Context: an optimization exercise on an open-source flow, tuned for small area, a short achievable clock period and few clock cycles per item. The choices shown serve that exercise and are no tape-out recipe. RTL that was checked went through simulation tests only; none was proved equivalent to the original. Power and IR drop assume default switching activity.

== run 1 ==
## fpu_pipe_unit
module fpu_pipe_unit #(
    parameter int EXP_W = 8,
    parameter int MAN_W = 23,
    parameter int TAG_W = 4
) (
    input  logic                 clk,
    input  logic                 rst_n,
    input  logic                 in_valid,
    output logic                 in_ready,
    input  logic [1:0]           in_op,
    input  logic [EXP_W+MAN_W:0] in_a,
    input  logic [EXP_W+MAN_W:0] in_b,
    input  logic [TAG_W-1:0]     in_tag,
    output logic                 out_valid,
    input  logic                 out_ready,
    output logic [EXP_W+MAN_W:0] out_y,
    output logic [TAG_W-1:0]     out_tag,
    output logic [3:0]           out_flags,
    output logic [3:0]           sticky,
    input  logic                 sticky_clr
);
Size in the first run: roughly 4,000 cells after synthesis, about 120 I/O pins, about 27,000 um^2 of cells after synthesis.
Settings: LEC_CHECK=0, ABC_AREA=1, CAP_MARGIN=20, CORE_MARGIN=2, CORE_UTILIZATION=40, GPL_ROUTABILITY_DRIVEN=0, SETUP_SLACK_MARGIN=5, SLEW_MARGIN=20; clock period 14.0 ns.
standard.sh (not shown) runs the stock make flow with config.mk's settings and CLKGATE_MAP_FILE= SYNTH_SCRIPT=/design/flow/synth_recipe.tcl, a recipe that flattens the netlist after the stock synthesis.
==> flow/flow/run.sh <==
#!/bin/bash
# Own layout flow:
#  1. the standard synthesis, unchanged (standard.sh, up to 1_2_yosys.v);
#  2. flow/fa_polarity.py removes inverters around full-adder cells of that
#     netlist (a full adder is self-dual); registers and ports are untouched;
#  3. the rest of the standard ORFS flow on that netlist, with plain
#     buf_2 cells as the port buffers.
# Each step's full output goes to a log file of its own in this folder.
set -euo pipefail
here=$(pwd)
res="$here/orfs/results/$FLOW_PLATFORM/fpu_pipe_unit/base"
bash standard.sh "$res/1_2_yosys.v" > "$here/flow_synth.log" 2>&1
cp "$res/1_2_yosys.v" "$here/1_2_yosys_standard.v"
python3 "$here/flow/fa_polarity.py" "$here/1_2_yosys_standard.v" "$res/1_2_yosys.v" > "$here/flow_polarity.log" 2>&1
touch "$res/1_2_yosys.v"
bash standard.sh \
    "BUFFER_PORTS_ARGS=-buffer_cell sky130_fd_sc_hd__buf_2" \
    finish > "$here/flow_layout.log" 2>&1
Other scripts of this flow, unchanged in this note and not shown: flow/flow/fa_polarity.py
Testbench counts of run 1, summed over its fixed seeds: cycles 4,008, items 4,000.
### run 1 -> run 2
--- a/flow/design.v
+++ b/flow/design.v
@@ -1803,39 +1803,49 @@
     always_comb begin
         if (R[SW]) begin
             rm = R[SW-1:4];  r_lsb = R[4]; r_g = R[3]; r_s = |R[2:0];
         end else if (R[SW-1]) begin
             rm = R[SW-2:3];  r_lsb = R[3]; r_g = R[2]; r_s = |R[1:0];
         end else begin
             rm = R[SW-3:2];  r_lsb = R[2]; r_g = R[1]; r_s = R[0];
         end
     end
     logic [MAN_W-1:0]     rm_inc;
-    logic signed [EW-1:0] ex_lo, ex_hi;
-    logic                 ovf_lo, ovf_hi, unf_lo, unf_hi, ovf, unf;
+    logic signed [EW-1:0] ex_m1, ex_0, ex_p1, ex_p2;
+    logic                 ovf, unf;
+    logic [3:0]           xsel, xovf, xunf;
     assign up     = r_g && (r_s || r_lsb);
     assign inx    = r_g || r_s;
-    assign rm_inc = rm + 1'b1;
-    assign cy     = up && (&rm);
-    assign frc_r  = up ? rm_inc : rm;
+    logic [MAN_W-1:0] ao;
     always_comb begin
-        if (R[SW])        begin ex_lo = $signed(r_exp) + EW'(1); ex_hi = $signed(r_exp) + EW'(2); end
-        else if (R[SW-1]) begin ex_lo = $signed(r_exp);          ex_hi = $signed(r_exp) + EW'(1); end
-        else              begin ex_lo = $signed(r_exp) - EW'(1); ex_hi = $signed(r_exp);          end
+        ao = rm;
+        for (int d = 1; d < MAN_W; d = d * 2)
+            for (int i = MAN_W - 1; i >= d; i--)
+                ao[i] = ao[i] & ao[i-d];
     end
-    assign ovf_lo = (ex_lo >= EMAX);
-    assign ovf_hi = (ex_hi >= EMAX);
-    assign unf_lo = (ex_lo < EMIN);
-    assign unf_hi = (ex_hi < EMIN);
-    assign e_r    = cy ? ex_hi : ex_lo;
-    assign ovf    = cy ? ovf_hi : ovf_lo;
-    assign unf    = cy ? unf_hi : unf_lo;
+    assign rm_inc = rm ^ {ao[MAN_W-2:0], 1'b1};
+    assign cy     = up && ao[MAN_W-1];
+    assign frc_r  = up ? rm_inc : rm;
+    assign ex_m1 = $signed(r_exp) - EW'(1);
+    assign ex_0  = $signed(r_exp);
+    assign ex_p1 = $signed(r_exp) + EW'(1);
+    assign ex_p2 = $signed(r_exp) + EW'(2);
+    assign xovf  = {ex_p2 >= EMAX, ex_p1 >= EMAX, ex_0 >= EMAX, ex_m1 >= EMAX};
+    assign xunf  = {ex_p2 < EMIN,  ex_p1 < EMIN,  ex_0 < EMIN,  ex_m1 < EMIN};
+    assign xsel[0] = !R[SW] && !R[SW-1] && !cy;
+    assign xsel[1] = !R[SW] && (R[SW-1] ? !cy : cy);
+    assign xsel[2] = R[SW] ? !cy : (R[SW-1] && cy);
+    assign xsel[3] = R[SW] && cy;
+    assign e_r = ({EW{xsel[0]}} & ex_m1) | ({EW{xsel[1]}} & ex_0)
+               | ({EW{xsel[2]}} & ex_p1) | ({EW{xsel[3]}} & ex_p2);
+    assign ovf = |(xsel & xovf);
+    assign unf = |(xsel & xunf);
     localparam int LW = 32;
     logic [LW-1:0]        lzin;
     logic [4:0]           lzk;
     logic [SW-3:0]        T;
     logic signed [EW-1:0] e_s;
     assign lzin = {R[SW-3:0], {(LW-SW+2){1'b1}}};
     logic [LW-1:0]   lv0;
     logic [LW/2-1:0] lv1; logic [LW/2-1:0][0:0] lc1;
     logic [LW/4-1:0] lv2; logic [LW/4-1:0][1:0] lc2;
     logic [LW/8-1:0] lv3; logic [LW/8-1:0][2:0] lc3;
Notes after the runs:
Run 2 did not stop at any stage, and its layout met the timing, design-rule and antenna checks. From run 1 to run 2 the numbers moved as follows: total track usage saw an increase; logic depth of the worst setup path including buffers increased by 7 relative to the old numbers. Looking at internal power of the cells across run 2 and run 1, the one that comes out lower is run 1. Relative to run 1, the final wirelength measured on run 2 has decreased by a few percent. Run 2: post-layout total power lower than run 1. Summary: with run 1 as the reference, area after synthesis in run 2 moved down by a few percent. Changes observed in run 2 relative to run 1: fraction of area in registers climbed 0.23 points, power per standard cell area climbed 4.1 nW/um^2, synthesized netlist net count dropped 233. Run 2 has utilization after layout above what run 1 had. Run 2 vs run 1, final cycle utilization of the critical path went up by 0.21 points.
Testbench counts of run 2, summed over its fixed seeds: cycles 4,008, items 4,000.

========
fpu_pipe_unit again, from the RTL that the note above started with.
// fpu_pipe_unit
module fpu_pipe_unit #(
    parameter int EXP_W = 8,
    parameter int MAN_W = 23,
    parameter int TAG_W = 4
) (
    input  logic                 clk,
    input  logic                 rst_n,
    input  logic                 in_valid,
    output logic                 in_ready,
    input  logic [1:0]           in_op,
    input  logic [EXP_W+MAN_W:0] in_a,
    input  logic [EXP_W+MAN_W:0] in_b,
    input  logic [TAG_W-1:0]     in_tag,
    output logic                 out_valid,
    input  logic                 out_ready,
    output logic [EXP_W+MAN_W:0] out_y,
    output logic [TAG_W-1:0]     out_tag,
    output logic [3:0]           out_flags,
    output logic [3:0]           sticky,
    input  logic                 sticky_clr
);
    localparam int FW  = 1 + EXP_W + MAN_W;
    localparam int SW  = MAN_W + 4;           
    localparam int PW  = 2 * MAN_W + 2;
    localparam int EW  = EXP_W + 2;
    localparam logic signed [EW-1:0] BIAS = EW'((1 << (EXP_W - 1)) - 1);
  ...
Settings: LEC_CHECK=0, ABC_AREA=1, CAP_MARGIN=20, CORE_MARGIN=2, CORE_UTILIZATION=40, SETUP_SLACK_MARGIN=5, SLEW_MARGIN=20; clock period 14.0 ns.
Scripts as last shown in full above: flow/flow/run.sh
Other scripts of this flow, unchanged in this note and not shown: flow/flow/fa_polarity.py
The first run passed the timing, design-rule and antenna checks.
Testbench counts at the start, summed over its fixed seeds: cycles 4,008, items 4,000.
Edit:
--- a/flow/design.v
+++ b/flow/design.v
@@ -1804,37 +1804,47 @@
         if (R[SW]) begin
             rm = R[SW-1:4];  r_lsb = R[4]; r_g = R[3]; r_s = |R[2:0];
         end else if (R[SW-1]) begin
             rm = R[SW-2:3];  r_lsb = R[3]; r_g = R[2]; r_s = |R[1:0];
         end else begin
             rm = R[SW-3:2];  r_lsb = R[2]; r_g = R[1]; r_s = R[0];
         end
     end
     logic [MAN_W-1:0]     rm_inc;
-    logic signed [EW-1:0] ex_lo, ex_hi;
-    logic                 ovf_lo, ovf_hi, unf_lo, unf_hi, ovf, unf;
+    logic signed [EW-1:0] ex_m1, ex_0, ex_p1, ex_p2;
+    logic                 ovf, unf;
+    logic [3:0]           xsel, xovf, xunf;
     assign up     = r_g && (r_s || r_lsb);
     assign inx    = r_g || r_s;
-    assign rm_inc = rm + 1'b1;
-    assign cy     = up && (&rm);
-    assign frc_r  = up ? rm_inc : rm;
+    logic [MAN_W-1:0] ao;
     always_comb begin
-        if (R[SW])        begin ex_lo = $signed(r_exp) + EW'(1); ex_hi = $signed(r_exp) + EW'(2); end
-        else if (R[SW-1]) begin ex_lo = $signed(r_exp);          ex_hi = $signed(r_exp) + EW'(1); end
-        else              begin ex_lo = $signed(r_exp) - EW'(1); ex_hi = $signed(r_exp);          end
+        ao = rm;
+        for (int d = 1; d < MAN_W; d = d * 2)
+            for (int i = MAN_W - 1; i >= d; i--)
+                ao[i] = ao[i] & ao[i-d];
     end
-    assign ovf_lo = (ex_lo >= EMAX);
-    assign ovf_hi = (ex_hi >= EMAX);
-    assign unf_lo = (ex_lo < EMIN);
-    assign unf_hi = (ex_hi < EMIN);
-    assign e_r    = cy ? ex_hi : ex_lo;
-    assign ovf    = cy ? ovf_hi : ovf_lo;
-    assign unf    = cy ? unf_hi : unf_lo;
+    assign rm_inc = rm ^ {ao[MAN_W-2:0], 1'b1};
+    assign cy     = up && ao[MAN_W-1];
+    assign frc_r  = up ? rm_inc : rm;
+    assign ex_m1 = $signed(r_exp) - EW'(1);
+    assign ex_0  = $signed(r_exp);
+    assign ex_p1 = $signed(r_exp) + EW'(1);
+    assign ex_p2 = $signed(r_exp) + EW'(2);
+    assign xovf  = {ex_p2 >= EMAX, ex_p1 >= EMAX, ex_0 >= EMAX, ex_m1 >= EMAX};
+    assign xunf  = {ex_p2 < EMIN,  ex_p1 < EMIN,  ex_0 < EMIN,  ex_m1 < EMIN};
+    assign xsel[0] = !R[SW] && !R[SW-1] && !cy;
+    assign xsel[1] = !R[SW] && (R[SW-1] ? !cy : cy);
+    assign xsel[2] = R[SW] ? !cy : (R[SW-1] && cy);
+    assign xsel[3] = R[SW] && cy;
+    assign e_r = ({EW{xsel[0]}} & ex_m1) | ({EW{xsel[1]}} & ex_0)
+               | ({EW{xsel[2]}} & ex_p1) | ({EW{xsel[3]}} & ex_p2);
+    assign ovf = |(xsel & xovf);
+    assign unf = |(xsel & xunf);
     localparam int LW = 32;
     logic [LW-1:0]        lzin;
     logic [4:0]           lzk;
     logic [SW-3:0]        T;
     logic signed [EW-1:0] e_s;
     assign lzin = {R[SW-3:0], {(LW-SW+2){1'b1}}};
     logic [LW-1:0]   lv0;
     logic [LW/2-1:0] lv1; logic [LW/2-1:0][0:0] lc1;
     logic [LW/4-1:0] lv2; logic [LW/4-1:0][1:0] lc2;
What happened: Cell area drops by 2.1%. Utilization climbs by 0.79 points. Total power drops by 0.74%. Global-route usage climbs by 0.62 points. Die area drops by 3.4%. First-iteration DRC count drops by 12%. Sequential power drops by about 3%. Sequential share of layout area climbs by 0.18 points. Worst setup slack got worse by 0.19 ns. Wire length drops by 2.0%. Via count drops by 3.1%. Count of clock-buffer cells in the layout drops by 2. Cell count drops by 4.7%. Critical path depth drops by 1.
Testbench counts after the change, summed over its fixed seeds: cycles 4,008, items 4,000.

========
fpu_pipe_unit, a different RTL version from the one above (not shown whole).
Size in the first run: about 3,900 cells after synthesis, ~120 I/O pins, about 27,000 um^2 of cells after synthesis.
export LEC_CHECK = 0
export ABC_AREA = 1
export CAP_MARGIN = 20
export CORE_MARGIN = 2
export CORE_UTILIZATION = 40
export GPL_ROUTABILITY_DRIVEN = 0
export SETUP_SLACK_MARGIN = 5
export SLEW_MARGIN = 20
create_clock -name core_clock -period 14.0 [get_ports {clk}]
Scripts as last shown in full above: flow/flow/run.sh
Other scripts of this flow, unchanged in this note and not shown: flow/flow/fa_polarity.py
The starting point ran to the end with no violations.
==> next run, changes <==
--- a/flow/design.v
+++ b/flow/design.v
@@ -75,41 +75,51 @@
                 sp_nan = 1'b1;
                 sp_nv  = 1'b1;
             end else if (ia) begin
                 sp_inf = 1'b1;
                 sp_sgn = sa;
             end else if (ib) begin
                 sp_inf = 1'b1;
                 sp_sgn = sbe;
             end
         end
     end
+    logic [4:0] tz_x, tz_y;
+    logic       p_st;
+    always_comb begin
+        tz_x = 5'(MAN_W);
+        tz_y = 5'(MAN_W);
+        for (int i = MAN_W - 1; i >= 0; i--) begin
+            if (ma[i]) tz_x = 5'(i);
+            if (mb[i]) tz_y = 5'(i);
+        end
+    end
     logic             a_ge;
     logic [MAN_W:0]   siga, sigb, sig_big, sig_sml;
     logic [EXP_W-1:0] e_big, e_diff;
-    logic [SW-1:0]    ext_big, ext_sml, lost_mask, sml_al;
+    logic [SW-1:0]    ext_big, ext_sml, sml_al;
     logic             sml_lost, a_sub;
     assign siga    = za ? '0 : {1'b1, ma};
     assign sigb    = zb ? '0 : {1'b1, mb};
     assign a_ge    = (in_a[FW-2:0] >= in_b[FW-2:0]);
     assign e_big   = a_ge ? ea : eb;
     assign e_diff  = a_ge ? (ea - eb) : (eb - ea);
     assign sig_big = a_ge ? siga : sigb;
     assign sig_sml = a_ge ? sigb : siga;
     assign ext_big = {sig_big, 3'b000};
     assign ext_sml = {sig_sml, 3'b000};
-    assign lost_mask = ~({SW{1'b1}} << e_diff);
-    assign sml_lost  = |(ext_sml & lost_mask);
+    assign sml_lost  = (a_ge ? !zb : !za) && (e_diff > 8'(3 + (a_ge ? tz_y : tz_x)));
     assign sml_al    = (ext_sml >> e_diff) | {{(SW-1){1'b0}}, sml_lost};
     assign a_sub     = sa ^ sbe;
     localparam int LO = PW - SW - 1;       
+    logic [LO:0]          p_lo;
     logic signed [EW-1:0] m_exp;
     logic [MAN_W:0]   bx;
     logic [MAN_W+2:0] by;
     assign bx = {1'b1, ma};
     assign by = {2'b00, 1'b1, mb};
     logic [11:0] bd_one;
     logic [11:0] bd_two;
     logic [11:0] bd_neg;
     assign bd_one[0] = by[0] ^ 1'b0;
     assign bd_two[0] = (by[1] & ~by[0] & ~1'b0) | (~by[1] & by[0] & 1'b0);
     assign bd_neg[0] = by[1];
@@ -1732,95 +1742,68 @@
     assign mt_b[42] = fs581;
     assign mt_a[43] = fc582;
     assign mt_b[43] = fs583;
     assign mt_a[44] = fc584;
     assign mt_b[44] = fs585;
     assign mt_a[45] = fc586;
     assign mt_b[45] = fs587;
     assign mt_a[46] = fc588;
     assign mt_b[46] = fs589;
     assign mt_a[47] = fc590;
     assign mt_b[47] = fs591;
-    localparam int NG = LO / 5;
-    logic [NG-1:0] lo_g, lo_p;
-    always_comb begin
-        for (int k = 0; k < NG; k++) begin
-            logic [5:0] gs;
-            gs = {1'b0, mt_a[5*k +: 5]} + {1'b0, mt_b[5*k +: 5]};
-            lo_g[k] = gs[5];
-            lo_p[k] = &(mt_a[5*k +: 5] ^ mt_b[5*k +: 5]);
-        end
-    end
-    logic [4:0] tz_x, tz_y;
-    logic       p_st;
-    always_comb begin
-        tz_x = 5'(MAN_W);
-        tz_y = 5'(MAN_W);
-        for (int i = MAN_W - 1; i >= 0; i--) begin
-            if (ma[i]) tz_x = 5'(i);
-            if (mb[i]) tz_y = 5'(i);
-        end
-    end
+    assign p_lo = {1'b0, mt_a[LO-1:0]} + {1'b0, mt_b[LO-1:0]};
     assign p_st = ({1'b0, tz_x} + {1'b0, tz_y}) < 6'(LO);
     assign m_exp = $signed({2'b00, ea}) + $signed({2'b00, eb}) - BIAS;
     logic                 r_spec, r_nan, r_nv, r_inf, r_sgn;
     logic [TAG_W-1:0]     r_tag;
     logic [EW-1:0]        r_exp;
     logic [SW:0]          r_xa, r_xb;
-    logic [NG-1:0]        r_cg, r_cp;
-    logic                 r_st;
+    logic                 r_cin, r_st;
     always_ff @(posedge clk) begin
         if (!stall) begin
             r_tag  <= in_tag;
             r_spec <= sp_nan | sp_inf | sp_zero;
             r_nan  <= sp_nan;
             r_nv   <= sp_nv;
             r_inf  <= sp_inf;
             if (sp_nan | sp_inf | sp_zero)
                 r_sgn <= sp_sgn;
             else if (is_mul)
                 r_sgn <= sa ^ sb;
             else
                 r_sgn <= a_ge ? sa : sbe;
             if (is_mul) begin
                 r_exp <= m_exp;
                 r_xa  <= mt_a[PW-1:LO];
                 r_xb  <= mt_b[PW-1:LO];
-                r_cg  <= lo_g;
-                r_cp  <= lo_p;
+                r_cin <= p_lo[LO];
                 r_st  <= p_st;
             end else begin
                 r_exp <= {2'b00, e_big};
                 r_xa  <= {1'b0, ext_big};
                 r_xb  <= a_sub ? ~{1'b0, sml_al} : {1'b0, sml_al};
-                r_cg  <= {{(NG-1){1'b0}}, a_sub};
-                r_cp  <= '1;
+                r_cin <= a_sub;
                 r_st  <= 1'b0;
             end
         end
     end
     always_ff @(posedge clk or negedge rst_n) begin
         if (!rst_n) out_v_q <= 1'b0;
         else        out_v_q <= stall | in_valid;
     end
     logic [SW:0]          R;
     logic                 rnd_path;
     logic [MAN_W-1:0]     rm, frc_r;
     logic                 r_lsb, r_g, r_s, up, inx, cy;
     logic signed [EW-1:0] e_r;
     logic [SW:0] S;
-    logic        r_cin;
-    always_comb begin
-        r_cin = r_cg[0];
-        for (int k = 1; k < NG; k++) r_cin = r_cg[k] | (r_cp[k] & r_cin);
-    end
     assign S        = r_xa + r_xb + {{SW{1'b0}}, r_cin};
     assign R        = {S[SW:1], S[0] | r_st};
     assign rnd_path = R[SW] | R[SW-1] | R[SW-2];
     always_comb begin
         if (R[SW]) begin
             rm = R[SW-1:4];  r_lsb = R[4]; r_g = R[3]; r_s = |R[2:0];
         end else if (R[SW-1]) begin
             rm = R[SW-2:3];  r_lsb = R[3]; r_g = R[2]; r_s = |R[1:0];
         end else begin
             rm = R[SW-3:2];  r_lsb = R[2]; r_g = R[1]; r_s = R[0];
         end
=>
- The changed run produced a clean layout
- total power drops by 1.8%
- area after synthesis came out lower by 3.0%
- via count is lower by 3.7%
- non-clock buffer count came out higher by 1
- critical path depth drops by 7
- design area drops by 2.9%
- core utilization goes down by 0.11 points
- wire length decreases by 6.5%
- global-route usage fell by 1.1 points
- die area falls by 2.9%
No functional check of the RTL was part of any run of this note.

## separate check: timing with driven ports
The results above use ideal ports. As a check the final layouts listed here were re-extracted and re-timed, cells and wires unchanged. Step 1, drivers: a clkbuf_16 drives clk and a buf_2 each remaining input, both assumed. Step 2, shift: input delay + t, output delay - t, t = (earliest + latest rising clock arrival at the registers) / 2. This alone moves slack from input paths to output paths. a / b / c = ideal ports / drivers / drivers and shift; a / b = the first two.
| run | shift t [ns] | slack for setup (ns) | hold slack, ns | pins driven straight from the clock port |
|---|---|---|---|---|
| run 1 | 0.408 | 5.452 / 5.398 / 5.157 | 0.502 / 0.502 / 0.502 | 1 |
| run 2 | 0.406 | 5.423 / 5.380 / 5.076 | 0.516 / 0.516 / 0.516 | 1 |
| the first run of note 2 | 0.408 | 5.360 / 5.330 / 4.972 | 0.494 / 0.494 / 0.494 | 1 |
| the second run of note 2 | 0.395 | 5.166 / 5.188 / 4.793 | 0.518 / 0.518 / 0.518 | 1 |
| the first run of note 3 | 0.394 | 5.369 / 5.323 / 5.101 | 0.509 / 0.509 / 0.509 | 1 |
| the second run of note 3 | 0.393 | 5.280 / 5.235 / 5.047 | 0.506 / 0.506 / 0.506 | 1 |
After both steps every run listed still meets setup and hold. For the first run of note 2, which loses most, drivers alone change the setup slack by -0.030 ns; drivers and shift together by -0.388 ns.
